What follows belongs to an exercise in optimizing a design on an open flow for small area, a short achievable clock period and few clock cycles per item; a production flow would make more cautious choices. RTL that was checked went through simulation tests only; none was proved equivalent to the original.

==> run a <==
==> flow/design.v (excerpt) <==
module simonTop
(
	input logic clk,
	input logic nR,
	input logic newData,
	input logic newKey,
	input logic readData,
	input logic [31:0] inData,
	input logic [7:0] infoIn,
	input logic [7:0] countIn,
	input logic [63:0] key,
	output logic [31:0] outData,
	output logic [7:0] infoOut,
	output logic [7:0] countOut,
	output logic doneData,
	output logic keyReady
);
export LEC_CHECK = 0
export CAP_MARGIN = 20
export CORE_MARGIN = 2
export CORE_UTILIZATION = 50
export PLACE_DENSITY = 0.6
export SETUP_SLACK_MARGIN = 4
export SLEW_MARGIN = 20
create_clock -name core_clock -period 7.0 [get_ports {clk}]
run.sh (not shown) runs the stock make flow with config.mk's settings and CLKGATE_MAP_FILE= SYNTH_SCRIPT=/design/flow/synth_recipe.tcl, a recipe that flattens the netlist after the stock synthesis.
==> run b (differences from run a) <==
--- a/flow/design.v
+++ b/flow/design.v
@@ -4,12 +4,10 @@
 	localparam int rounds = 32;
 	localparam int perClk = 4;
 	localparam int clks = (rounds + perClk - 1) / perClk;
 	localparam int cntBits = (clks > 8) ? 4 : (clks > 4) ? 3 : (clks > 2) ? 2 : 1;
 	localparam int lastRounds = rounds - perClk * (clks - 1);
-	localparam int expLast = (28 + perClk - 1) / perClk - 1;
-	localparam int expOff = 28 - perClk * expLast;
 	localparam logic [61:0] zSeq =
 		62'b11111010_00100101_01100001_11001101_11110100_01001010_11000011_100110;
 	localparam logic [wordBits-1:0] keyConst = 16'hfffc;
 endpackage
 module simonTop
@@ -98,13 +96,15 @@
 	logic keyRise;
 	logic busy;
 	logic waitE;
 	logic running;
 	logic expand;
+	logic kLoad;
 	logic eValid;
 	logic resInS;
 	logic startBlk;
+	logic startEnc;
 	logic [CB-1:0] cnt;
 	logic [P-1:0] zb;
 	logic [31:0] S;
 	logic [7:0] sInfo;
 	logic [7:0] sCount;
@@ -115,10 +115,11 @@
 	logic [16*(P+4)-1:0] QB;
 	logic [16*(P+4)-1:0] Q;
 	logic [63:0] RR;
 	logic [31:0] RP;
 	logic [31:0] RL;
+	logic [31:0] RO;
 	logic [31:0] O;
 	logic [7:0] oInfo;
 	logic [7:0] oCount;
 	logic enc;
 	logic lastCyc;
@@ -128,29 +129,32 @@
 	assign dataRise = newData && !prevData;
 	assign keyRise = newKey && !prevKey;
 	assign enc = sInfo[6];
 	assign running = busy && !waitE;
 	assign lastCyc = (cnt == CB'(simonPkg::clks - 1));
-	assign expLast = (cnt == CB'(simonPkg::expLast));
+	assign expLast = (cnt == CB'(28 / P));
 	assign finish = running && lastCyc && !doneData;
 	assign startBlk = (dataRise && !busy && (infoIn[6] || eValid)) || (waitE && eValid);
-	assign eWrite = !keyRise && expLast && (expand || (running && enc && !eValid));
+	assign startEnc = infoIn[6] && !waitE;
+	assign eWrite = !keyRise && expLast && ((expand && !kLoad) || (running && enc && !eValid));
 	assign QF = stepP(W, 1'b1, zb);
 	assign QB = stepP(W, 1'b0, zb);
 	assign Q = (!running || enc) ? QF : QB;
 	assign RR = roundsP(S, Q[16*P-1:0], simonPkg::lastRounds);
 	assign RP = RR[31:0];
 	assign RL = RR[63:32];
+	assign RO = resInS ? S : RL;
 	always_ff @(posedge clk or negedge nR)
 	begin
 		if (!nR)
 		begin
 			prevData <= 1'b0;
 			prevKey <= 1'b0;
 			busy <= 1'b0;
 			waitE <= 1'b0;
 			expand <= 1'b0;
+			kLoad <= 1'b0;
 			eValid <= 1'b0;
 			resInS <= 1'b0;
 			cnt <= '0;
 			zb <= '0;
 			keyReady <= 1'b0;
@@ -158,17 +162,18 @@
 		end
 		else
 		begin
 			prevData <= newData;
 			prevKey <= newKey;
-			if (keyRise)
+			kLoad <= keyRise;
+			if (startBlk)
+			begin
+				zb <= zBits('0, startEnc);
+			end
+			else if (kLoad)
 			begin
 				zb <= zBits('0, 1'b1);
-			end
-			else if (startBlk)
-			begin
-				zb <= zBits('0, infoIn[6] && !waitE);
 			end
 			else if (expand)
 			begin
 				zb <= zBits(cnt + CB'(1), 1'b1);
 			end
@@ -199,17 +204,17 @@
 				if (!busy && dataRise)
 				begin
 					busy <= 1'b1;
 					waitE <= 1'b1;
 				end
-				if (expand)
+				if (kLoad)
+				begin
+					keyReady <= 1'b1;
+				end
+				else if (expand)
 				begin
 					cnt <= cnt + CB'(1);
-					if (cnt == '0)
-					begin
-						keyReady <= 1'b1;
-					end
 					if (expLast)
 					begin
 						expand <= 1'b0;
 						cnt <= '0;
 					end
@@ -254,35 +259,27 @@
 		begin
 			S <= lastCyc ? RL : RP;
 		end
 		if (keyRise)
 		begin
-			W <= key;
-		end
-		else if (startBlk)
-		begin
-			W <= (infoIn[6] && !waitE) ? K : E;
-		end
-		else if (expand || running)
+			K <= key;
+		end
+		if (startBlk || kLoad)
+		begin
+			W <= (kLoad || startEnc) ? K : E;
+		end
+		else
 		begin
 			W <= Q[16*P +: 64];
 		end
-		else
-		begin
-			W <= key;
-		end
-		if (expand && cnt == '0 && !keyRise)
-		begin
-			K <= W;
-		end
 		if (eWrite)
 		begin
-			E <= revWords(Q[16*simonPkg::expOff +: 64]);
+			E <= revWords(W);
 		end
 		if (finish)
 		begin
-			O <= resInS ? S : RL;
+			O <= RO;
 			oInfo <= sInfo ^ 8'h10;
 			oCount <= sCount;
 		end
 	end
 	assign outData = oInfo[6] ? O : {O[15:0], O[31:16]};
==> flow/flow/run.sh (new file) <==
#!/bin/bash
# The standard layout, with plain buf_1 cells as the port buffers
export BUFFER_PORTS_ARGS="-buffer_cell sky130_fd_sc_hd__buf_1"
bash standard.sh > standard.log 2>&1
==> flow/standard.sh (new file) <==
#!/bin/bash
# synth_recipe.tcl (not shown) runs the flow's synth.tcl, then flattens the netlist and writes it again
# the make line also repeats each setting of config.mk as NAME=value (left out here)
make -C /OpenROAD-flow-scripts/flow DESIGN_CONFIG=/design/flow/config.mk WORK_HOME=/design/flow/orfs CLKGATE_MAP_FILE= SYNTH_SCRIPT=/design/flow/synth_recipe.tcl "${@:-finish}"
Settings changed: SETUP_SLACK_MARGIN 4 to 3.6.
removed: flow/run.sh
==> run c (differences from run a) <==
--- a/flow/design.v
+++ b/flow/design.v
@@ -4,12 +4,10 @@
 	localparam int rounds = 32;
 	localparam int perClk = 4;
 	localparam int clks = (rounds + perClk - 1) / perClk;
 	localparam int cntBits = (clks > 8) ? 4 : (clks > 4) ? 3 : (clks > 2) ? 2 : 1;
 	localparam int lastRounds = rounds - perClk * (clks - 1);
-	localparam int expLast = (28 + perClk - 1) / perClk - 1;
-	localparam int expOff = 28 - perClk * expLast;
 	localparam logic [61:0] zSeq =
 		62'b11111010_00100101_01100001_11001101_11110100_01001010_11000011_100110;
 	localparam logic [wordBits-1:0] keyConst = 16'hfffc;
 endpackage
 module simonTop
@@ -54,33 +52,48 @@
 		roundsP[31:0] = {a, b};
 	endfunction
 	function automatic logic [15:0] ror(logic [15:0] x, int n);
 		ror = (x >> n) | (x << (16 - n));
 	endfunction
-	function automatic logic [16*(P+4)-1:0] stepP(logic [63:0] x, logic fwd, logic [P-1:0] zb);
-		logic [16*(P+4)-1:0] q;
-		logic [15:0] d1;
-		logic [15:0] d3;
-		q = '0;
-		q[63:0] = x;
-		for (int i = 0; i < P; i++)
-		begin
-			d1 = q[16*(i+1) +: 16] ^ ror(q[16*(i+1) +: 16], 1);
-			d3 = q[16*(i+3) +: 16] ^ ror(q[16*(i+3) +: 16], 1);
+	function automatic logic [63:0] step4(logic [63:0] x, logic fwd, logic [3:0] zb);
+		logic [15:0] q [8];
+		logic [15:0] e;
+		logic [15:0] c;
+		for (int i = 0; i < 4; i++)
+		begin
+			q[i] = x[16*i +: 16];
+		end
+		for (int i = 0; i < 4; i++)
+		begin
+			e = q[i] ^ q[i+1] ^ ror(q[i+1], 1);
+			c = simonPkg::keyConst ^ {15'b0, zb[i]};
 			if (fwd)
 			begin
-				q[16*(i+4) +: 16] = q[16*i +: 16] ^ simonPkg::keyConst ^ {15'b0, zb[i]} ^ d1 ^ ror(d3, 3);
+				e = e ^ c;
 			end
 			else
 			begin
-				q[16*(i+4) +: 16] = q[16*i +: 16] ^ simonPkg::keyConst ^ {15'b0, zb[i]} ^ ror(d1, 3) ^ d3;
-			end
-		end
-		stepP = q;
-	endfunction
-	function automatic logic [63:0] revWords(logic [63:0] x);
-		revWords = {x[15:0], x[31:16], x[47:32], x[63:48]};
+				e = ror(e, 12) ^ ror(c, (3 * i + 12) % 16);
+			end
+			q[i+4] = e ^ ror(q[i+3] ^ ror(q[i+3], 1), 3);
+		end
+		for (int i = 0; i < 4; i++)
+		begin
+			step4[16*i +: 16] = fwd ? q[i+4] : ror(q[i+4], 4);
+		end
+	endfunction
+	function automatic logic [63:0] roundKeys(logic [63:0] x, logic fwd);
+		for (int i = 0; i < 4; i++)
+		begin
+			roundKeys[16*i +: 16] = fwd ? x[16*i +: 16] : ror(x[16*i +: 16], (16 - 3 * i) % 16);
+		end
+	endfunction
+	function automatic logic [63:0] decStart(logic [63:0] x);
+		for (int i = 0; i < 4; i++)
+		begin
+			decStart[16*i +: 16] = ror(x[16*(3-i) +: 16], 3 * i);
+		end
 	endfunction
 	function automatic logic [P-1:0] zBits(logic [CB-1:0] c, logic fwd);
 		int j;
 		for (int s = 0; s < P; s++)
 		begin
@@ -98,27 +111,30 @@
 	logic keyRise;
 	logic busy;
 	logic waitE;
 	logic running;
 	logic expand;
+	logic kLoad;
 	logic eValid;
 	logic resInS;
 	logic startBlk;
+	logic startEnc;
 	logic [CB-1:0] cnt;
 	logic [P-1:0] zb;
 	logic [31:0] S;
 	logic [7:0] sInfo;
 	logic [7:0] sCount;
 	logic [63:0] W;
 	logic [63:0] K;
 	logic [63:0] E;
-	logic [16*(P+4)-1:0] QF;
-	logic [16*(P+4)-1:0] QB;
-	logic [16*(P+4)-1:0] Q;
+	logic fwd;
+	logic [63:0] Wn;
+	logic [63:0] RK;
 	logic [63:0] RR;
 	logic [31:0] RP;
 	logic [31:0] RL;
+	logic [31:0] RO;
 	logic [31:0] O;
 	logic [7:0] oInfo;
 	logic [7:0] oCount;
 	logic enc;
 	logic lastCyc;
@@ -128,29 +144,32 @@
 	assign dataRise = newData && !prevData;
 	assign keyRise = newKey && !prevKey;
 	assign enc = sInfo[6];
 	assign running = busy && !waitE;
 	assign lastCyc = (cnt == CB'(simonPkg::clks - 1));
-	assign expLast = (cnt == CB'(simonPkg::expLast));
+	assign expLast = (cnt == CB'(28 / P));
 	assign finish = running && lastCyc && !doneData;
 	assign startBlk = (dataRise && !busy && (infoIn[6] || eValid)) || (waitE && eValid);
-	assign eWrite = !keyRise && expLast && (expand || (running && enc && !eValid));
-	assign QF = stepP(W, 1'b1, zb);
-	assign QB = stepP(W, 1'b0, zb);
-	assign Q = (!running || enc) ? QF : QB;
-	assign RR = roundsP(S, Q[16*P-1:0], simonPkg::lastRounds);
+	assign startEnc = infoIn[6] && !waitE;
+	assign eWrite = !keyRise && expLast && ((expand && !kLoad) || (running && enc && !eValid));
+	assign fwd = !running || enc;
+	assign Wn = step4(W, fwd, zb);
+	assign RK = roundKeys(W, fwd);
+	assign RR = roundsP(S, RK, simonPkg::lastRounds);
 	assign RP = RR[31:0];
 	assign RL = RR[63:32];
+	assign RO = resInS ? S : RL;
 	always_ff @(posedge clk or negedge nR)
 	begin
 		if (!nR)
 		begin
 			prevData <= 1'b0;
 			prevKey <= 1'b0;
 			busy <= 1'b0;
 			waitE <= 1'b0;
 			expand <= 1'b0;
+			kLoad <= 1'b0;
 			eValid <= 1'b0;
 			resInS <= 1'b0;
 			cnt <= '0;
 			zb <= '0;
 			keyReady <= 1'b0;
@@ -158,17 +177,18 @@
 		end
 		else
 		begin
 			prevData <= newData;
 			prevKey <= newKey;
-			if (keyRise)
+			kLoad <= keyRise;
+			if (startBlk)
+			begin
+				zb <= zBits('0, startEnc);
+			end
+			else if (kLoad)
 			begin
 				zb <= zBits('0, 1'b1);
-			end
-			else if (startBlk)
-			begin
-				zb <= zBits('0, infoIn[6] && !waitE);
 			end
 			else if (expand)
 			begin
 				zb <= zBits(cnt + CB'(1), 1'b1);
 			end
@@ -199,17 +219,17 @@
 				if (!busy && dataRise)
 				begin
 					busy <= 1'b1;
 					waitE <= 1'b1;
 				end
-				if (expand)
+				if (kLoad)
+				begin
+					keyReady <= 1'b1;
+				end
+				else if (expand)
 				begin
 					cnt <= cnt + CB'(1);
-					if (cnt == '0)
-					begin
-						keyReady <= 1'b1;
-					end
 					if (expLast)
 					begin
 						expand <= 1'b0;
 						cnt <= '0;
 					end
@@ -254,35 +274,27 @@
 		begin
 			S <= lastCyc ? RL : RP;
 		end
 		if (keyRise)
 		begin
-			W <= key;
-		end
-		else if (startBlk)
-		begin
-			W <= (infoIn[6] && !waitE) ? K : E;
-		end
-		else if (expand || running)
-		begin
-			W <= Q[16*P +: 64];
+			K <= key;
+		end
+		if (startBlk || kLoad)
+		begin
+			W <= (kLoad || startEnc) ? K : E;
 		end
 		else
 		begin
-			W <= key;
-		end
-		if (expand && cnt == '0 && !keyRise)
-		begin
-			K <= W;
+			W <= Wn;
 		end
 		if (eWrite)
 		begin
-			E <= revWords(Q[16*simonPkg::expOff +: 64]);
+			E <= decStart(W);
 		end
 		if (finish)
 		begin
-			O <= resInS ? S : RL;
+			O <= RO;
 			oInfo <= sInfo ^ 8'h10;
 			oCount <= sCount;
 		end
 	end
 	assign outData = oInfo[6] ? O : {O[15:0], O[31:16]};
==> flow/flow/run.sh (new file) <==
#!/bin/bash
# The standard layout, with plain buf_1 cells as the port buffers
export BUFFER_PORTS_ARGS="-buffer_cell sky130_fd_sc_hd__buf_1"
bash standard.sh > standard.log 2>&1
==> flow/standard.sh (new file) <==
#!/bin/bash
# synth_recipe.tcl (not shown) runs the flow's synth.tcl, then flattens the netlist and writes it again
# the make line also repeats each setting of config.mk as NAME=value (left out here)
make -C /OpenROAD-flow-scripts/flow DESIGN_CONFIG=/design/flow/config.mk WORK_HOME=/design/flow/orfs CLKGATE_MAP_FILE= SYNTH_SCRIPT=/design/flow/synth_recipe.tcl "${@:-finish}"
Settings changed: CORE_UTILIZATION 50 to 65, PLACE_DENSITY 0.6 to 0.75, SETUP_SLACK_MARGIN 4 to 3.5.
removed: flow/run.sh
==> comparison table <==
	run a	run c	run b
Floorplan Core Area	40,900 µm²	30,700 µm²	41,000 µm²
1st-iter DRT viols	1,321	1,991	1,277
Number of buffers inserted by post-CTS setup repair	89	21	3
FF-to-FF End	O[30]	S[22]	W[62]
FF-to-FF path depth	13	9	10
Post-Synth Simple-Gate Area	9.09%	7.41%	6.69%
Highest routing layer actually used	met4	met5	met4
Inverters excl. clock	22	22	19
Met2 WL	34.6 mm	28.6 mm	28.2 mm
CP Max Fanout	8	5	6
Filler Cells Inserted	3,031	2,019	3,541
Register share of the cell area	30.7%	36.2%	35.9%
Proportion of register bits with asynchronous set or reset after synthesis	5.26%	5.57%	5.57%
Final wirelength	73.1 mm	64.8 mm	61.6 mm
Global-route wire length before repair	103 mm	93.3 mm	90.9 mm
Syn nets	2,093	1,812	1,945
Commonest non-fill, non-tap cell in the layout	xnor2_1	edfxtp_1	xnor2_1
Critical path class	reg2out	reg2reg	reg2reg
Status	timing/DRC/antenna clean	timing/DRC/antenna clean	timing/DRC/antenna clean
Testbench counts of run a, summed over its fixed seeds: cycles 3,566, items 384.
Testbench counts of run b, summed over its fixed seeds: cycles 3,584, items 384.
Function not checked in run c: the RTL went through the layout flow alone.

[static timing again, ports no longer ideal]
In the flow no input, the clock included, has a driving cell. The finished layouts below were timed again as built, in two steps. Step 1 (the two cells are an assumption about what drives the block):
set clk [get_ports {clk}]
set_driving_cell -lib_cell sky130_fd_sc_hd__clkbuf_16 $clk
set_driving_cell -lib_cell sky130_fd_sc_hd__buf_2 [delete_from_list [all_inputs] $clk]
Step 2 adds t to the input delays and takes it off the output delays; t is the mean of the earliest and latest rising clock arrival at the registers after step 1. Input paths then give back, and output paths get back, about the clock's delay inside the block. Three values: no drivers, after step 1, after step 2; two values: the first two.
run | t (ns) | setup WS [ns] | worst hold slack (ns) | worst setup path at the end | clock arrival spread, ns
run a | 0.603 | 3.758 / 3.698 / 3.501 | 0.410 / 0.410 / 0.410 | input to register | 0.019 / 0.019
run b | 0.605 | 3.572 / 3.572 / 3.181 | 0.418 / 0.418 / 0.418 | input to register | 0.023 / 0.023
run c | 0.587 | 3.468 / 3.468 / 3.108 | 0.418 / 0.418 / 0.418 | input to register | 0.033 / 0.033
After both steps setup and hold are still met in every run listed. The setup slack of run b, which loses most, moves by 0.000 ns with the drivers and by -0.391 ns with both steps.
